This is an optimization exercise on Yosys and OpenROAD, whose aim is small area, not a production implementation.
Where RTL was checked, it was by simulation tests only, not by an equivalence proof against the original.

==> flow/design.v <==
package datapathPkg;
   typedef logic [31:0] word_t;    
   typedef logic [3:0]  regIdx_t;  
   typedef logic [18:0] const_t;   
   typedef enum logic [3:0] {
      opAdd = 4'd0,
      opSub = 4'd1,
      opAnd = 4'd2,
      opOr  = 4'd3,
      opShl = 4'd4,
      opShr = 4'd5,
      opNeg = 4'd6,
      opNot = 4'd7
   } aluOp_t;
   localparam int raLsb      = 23;  
   localparam int rbLsb      = 19;  
   localparam int rcLsb      = 15;  
   localparam int constWidth = 19;  
endpackage
`timescale 1ns/1ns
module datapath #(
   parameter int                 numRegs = 16,
   parameter datapathPkg::word_t resetPc = '0
) (
   input  logic                clk,
   input  logic                arstN,
   input  logic                pcOut,
   input  logic                mdrOut,
   input  logic                zOut,
   input  logic                rOut,
   input  logic                cOut,
   input  logic                baOut,
   input  logic                pcIn,
   input  logic                irIn,
   input  logic                marIn,
   input  logic                mdrIn,
   input  logic                yIn,
   input  logic                zIn,
   input  logic                rIn,
   input  logic                gra,
   input  logic                grb,
   input  logic                grc,
   input  logic                incPc,
   input  logic                read,
   input  logic                write,
   input  datapathPkg::aluOp_t aluOp,
   input  datapathPkg::word_t  memRdData,
   output datapathPkg::word_t  memAddr,
   output datapathPkg::word_t  memWrData,
   output datapathPkg::word_t  busOut,
   output logic                memRead,
   output logic                memWrite
);
   logic [31:0] bus;
   logic [31:0] pcQ;   logic pcV;
   logic [26:0] irQ;   logic irV;    
   logic [31:0] yQ;    logic yV;
   logic [31:0] zQ;    logic zV;
   logic [31:0] marQ;
   logic [31:0] mdrQ;
   logic [31:0] rQ [16];
   logic [15:0] rV;
   logic [3:0]  idx;
   logic [15:0] idxHot;
   assign idx = ({4{gra & irV}} & irQ[26:23]) |
                ({4{grb & irV}} & irQ[22:19]) |
                ({4{grc & irV}} & irQ[18:15]);
   always_comb begin
      for (int i = 0; i < 16; i++) idxHot[i] = (idx == i[3:0]);
   end
   logic [15:0] rSel;
   logic [31:0] regBus;
   logic [31:0] cWord;
   logic rAny;
   assign rAny = (rOut | (baOut & (idx != 4'd0))) & rV[idx];
   assign regBus = {32{rAny}} & rQ[idx];
   assign cWord = {{13{irQ[18]}}, irQ[18:0]};
   assign bus = ({32{pcOut  & pcV}} & pcQ)  |
                ({32{mdrOut}}       & mdrQ) |
                ({32{zOut   & zV}}  & zQ)   |
                ({32{cOut   & irV}} & cWord) |
                regBus;
   logic        opArith, opLogic, opShl, opShr;
   logic        aZero, invB, cin;
   logic [31:0] a, b, g, p, sum, lg;
   logic [32:0] c;
   logic [31:0] shIn, shT, shRes, alu;
   logic [4:0]  sh;
   assign aZero   = aluOp[2] & aluOp[1];                     
   assign invB    = (aluOp[2:0] == 3'd1) | aZero;            
   assign cin     = (aluOp[2:0] == 3'd1) | (aluOp[2:0] == 3'd6);
   assign opArith = ~aluOp[1] & ~aluOp[2] | aZero;           
   assign opLogic = ~aluOp[2] & aluOp[1];                    
   assign opShl   = (aluOp[2:0] == 3'd4) & yV;
   assign opShr   = (aluOp[2:0] == 3'd5) & yV;
   assign a = yQ & {32{yV & ~aZero}};
   assign b = bus ^ {32{invB}};
   assign g = a & b;
   assign p = a ^ b;
   logic [31:0] pg, pp;
   always_comb begin
      pg = g;
      pp = p;
      pg[0] = g[0] | (p[0] & cin);
      for (int d = 1; d < 32; d = d * 2) begin
         for (int i = 2 * d - 1; i < 32; i = i + 2 * d) begin
            pg[i] = pg[i] | (pp[i] & pg[i-d]);
            pp[i] = pp[i] & pp[i-d];
         end
      end
      for (int d = 8; d >= 1; d = d / 2) begin
         for (int i = 3 * d - 1; i < 32; i = i + 2 * d) begin
            pg[i] = pg[i] | (pp[i] & pg[i-d]);
            pp[i] = pp[i] & pp[i-d];
         end
      end
   end
   assign c = {pg, cin};
   assign sum = p ^ c[31:0];
   assign lg = g | ({32{aluOp[0]}} & p);                     
   assign sh = bus[4:0];
   always_comb begin
      for (int i = 0; i < 32; i++) shIn[i] = aluOp[2:0] == 3'd4 ? yQ[31-i] : yQ[i];
   end
   assign shT = shIn >> sh;
   always_comb begin
      for (int i = 0; i < 32; i++) shRes[i] = (opShl & shT[31-i]) | (opShr & shT[i]);
   end
   assign alu = ({32{opArith}} & sum) | ({32{opLogic}} & lg) | shRes;
   always_ff @(posedge clk or negedge arstN) begin
      if (!arstN) begin
         pcV <= 1'b0;
         irV <= 1'b0;
         yV  <= 1'b0;
         zV  <= 1'b0;
         rV  <= '0;
      end else begin
         if (pcIn | incPc) pcV <= 1'b1;
         if (irIn) irV <= 1'b1;
         if (yIn)  yV  <= 1'b1;
         if (zIn)  zV  <= 1'b1;
         for (int i = 0; i < 16; i++) if (rIn & idxHot[i]) rV[i] <= 1'b1;
      end
   end
   logic [31:0] pcInc;
   assign pcInc = pcV ? {pcQ[31:2] + 30'd1, pcQ[1:0]} : 32'd4;
   always_ff @(posedge clk) begin
      if (pcIn) pcQ <= bus;
      else if (incPc) pcQ <= pcInc;
      if (irIn) irQ <= bus[26:0];
      if (yIn)  yQ  <= bus;
      if (zIn)  zQ  <= alu;
      for (int i = 0; i < 16; i++) if (rIn & idxHot[i]) rQ[i] <= bus;
   end
   always_ff @(posedge clk or negedge arstN) begin
      if (!arstN) begin
         marQ <= '0;
         mdrQ <= '0;
      end else begin
         if (marIn) marQ <= bus;
         if (mdrIn) mdrQ <= read ? memRdData : bus;
      end
   end
   assign memAddr   = marQ;
   assign memWrData = mdrQ;
   assign busOut    = bus;
   assign memRead   = read;
   assign memWrite  = write;
endmodule
clock: 10.0 ns
lec_check: 0
cap_margin: 20
core_margin: 2
core_utilization: 55
slew_margin: 20
standard.sh (not shown) runs the stock make flow with config.mk's settings and CLKGATE_MAP_FILE= SYNTH_SCRIPT=/design/flow/synth_recipe.tcl, a recipe that flattens the netlist after the stock synthesis.
==> flow/flow/run.sh <==
#!/bin/bash
# Own layout flow: the standard synthesis and ORFS steps, with two changes:
#  - ports are buffered with sky130_fd_sc_hd__buf_2 instead of the default delay buffer
#  - clock tree synthesis without dummy loads
# Each tool's full output goes to a log file in the work folder.
set -euo pipefail
export BUFFER_PORTS_ARGS="-buffer_cell sky130_fd_sc_hd__buf_1"
export CTS_ARGS="-sink_clustering_enable -repair_clock_nets -dont_use_dummy_load -buf_list sky130_fd_sc_hd__clkbuf_4 -sink_clustering_size 8 -sink_clustering_max_diameter 30"
bash standard.sh synth > synth.log 2>&1
bash standard.sh > layout.log 2>&1
Change:
--- a/flow/design.v
+++ b/flow/design.v
@@ -68,15 +68,18 @@
    always_comb begin
       for (int i = 0; i < 16; i++) idxHot[i] = (idx == i[3:0]);
    end
    logic [15:0] rSel;
    logic [31:0] regBus;
    logic [31:0] cWord;
-   logic rAny;
-   assign rAny = (rOut | (baOut & (idx != 4'd0))) & rV[idx];
-   assign regBus = {32{rAny}} & rQ[idx];
+   always_comb begin
+      rSel[0] = rOut & idxHot[0] & rV[0];
+      for (int i = 1; i < 16; i++) rSel[i] = (rOut | baOut) & idxHot[i] & rV[i];
+      regBus = '0;
+      for (int i = 0; i < 16; i++) regBus = regBus | ({32{rSel[i]}} & rQ[i]);
+   end
    assign cWord = {{13{irQ[18]}}, irQ[18:0]};
    assign bus = ({32{pcOut  & pcV}} & pcQ)  |
                 ({32{mdrOut}}       & mdrQ) |
                 ({32{zOut   & zV}}  & zQ)   |
                 ({32{cOut   & irV}} & cWord) |
                 regBus;
What happened: Non-clock buffer count goes up by 8; sequential share of layout area goes up by 1.6 points; synthesized cell count goes down by about 6.6%; wire length barely changes; setup slack degrades by 180 ps; cell count goes down by about 4.3%; area after synthesis goes down by 2.8%; flip-flop and latch count stays the same; cell area goes down by 2.6%; global-route usage goes up by 1.7 points; fmax goes down by 2.1%; worst hold slack degrades by 6.1 ps; clock skew goes down by 8.7 ps; die area goes down by about 2.7%.
For the first run of this note, only the layout was checked, not whether the RTL still works.

## re-timing with driven ports
No port has a modelled driver above. Below, the same layouts with a new extraction and two added sets of constraints.
Step 1 assumes that a clkbuf_16 drives the clock port and a buf_2 every other input.
Step 2 adds t to the input delays and takes it off the output delays; t is the mean of the earliest and latest rising clock arrival at the registers after step 1. Input paths then give back, and output paths get back, about the clock's delay inside the block.
Three values: no drivers, after step 1, after step 2; two values: the first two.
run	t, ns	setup WS [ns]	worst setup path at the end	latest minus earliest clock arrival (ns)	cell pins on the clock port's net
the first run	1.025	1.463 / 1.482 / 0.457	input to register	0.132 / 0.132	1
the second run	1.018	1.282 / 1.322 / 0.304	input to register	0.120 / 0.120	1
After both steps every run listed still meets setup and hold. The setup slack of the first run, which loses most, moves by +0.019 ns with the drivers and by -1.006 ns with both steps.
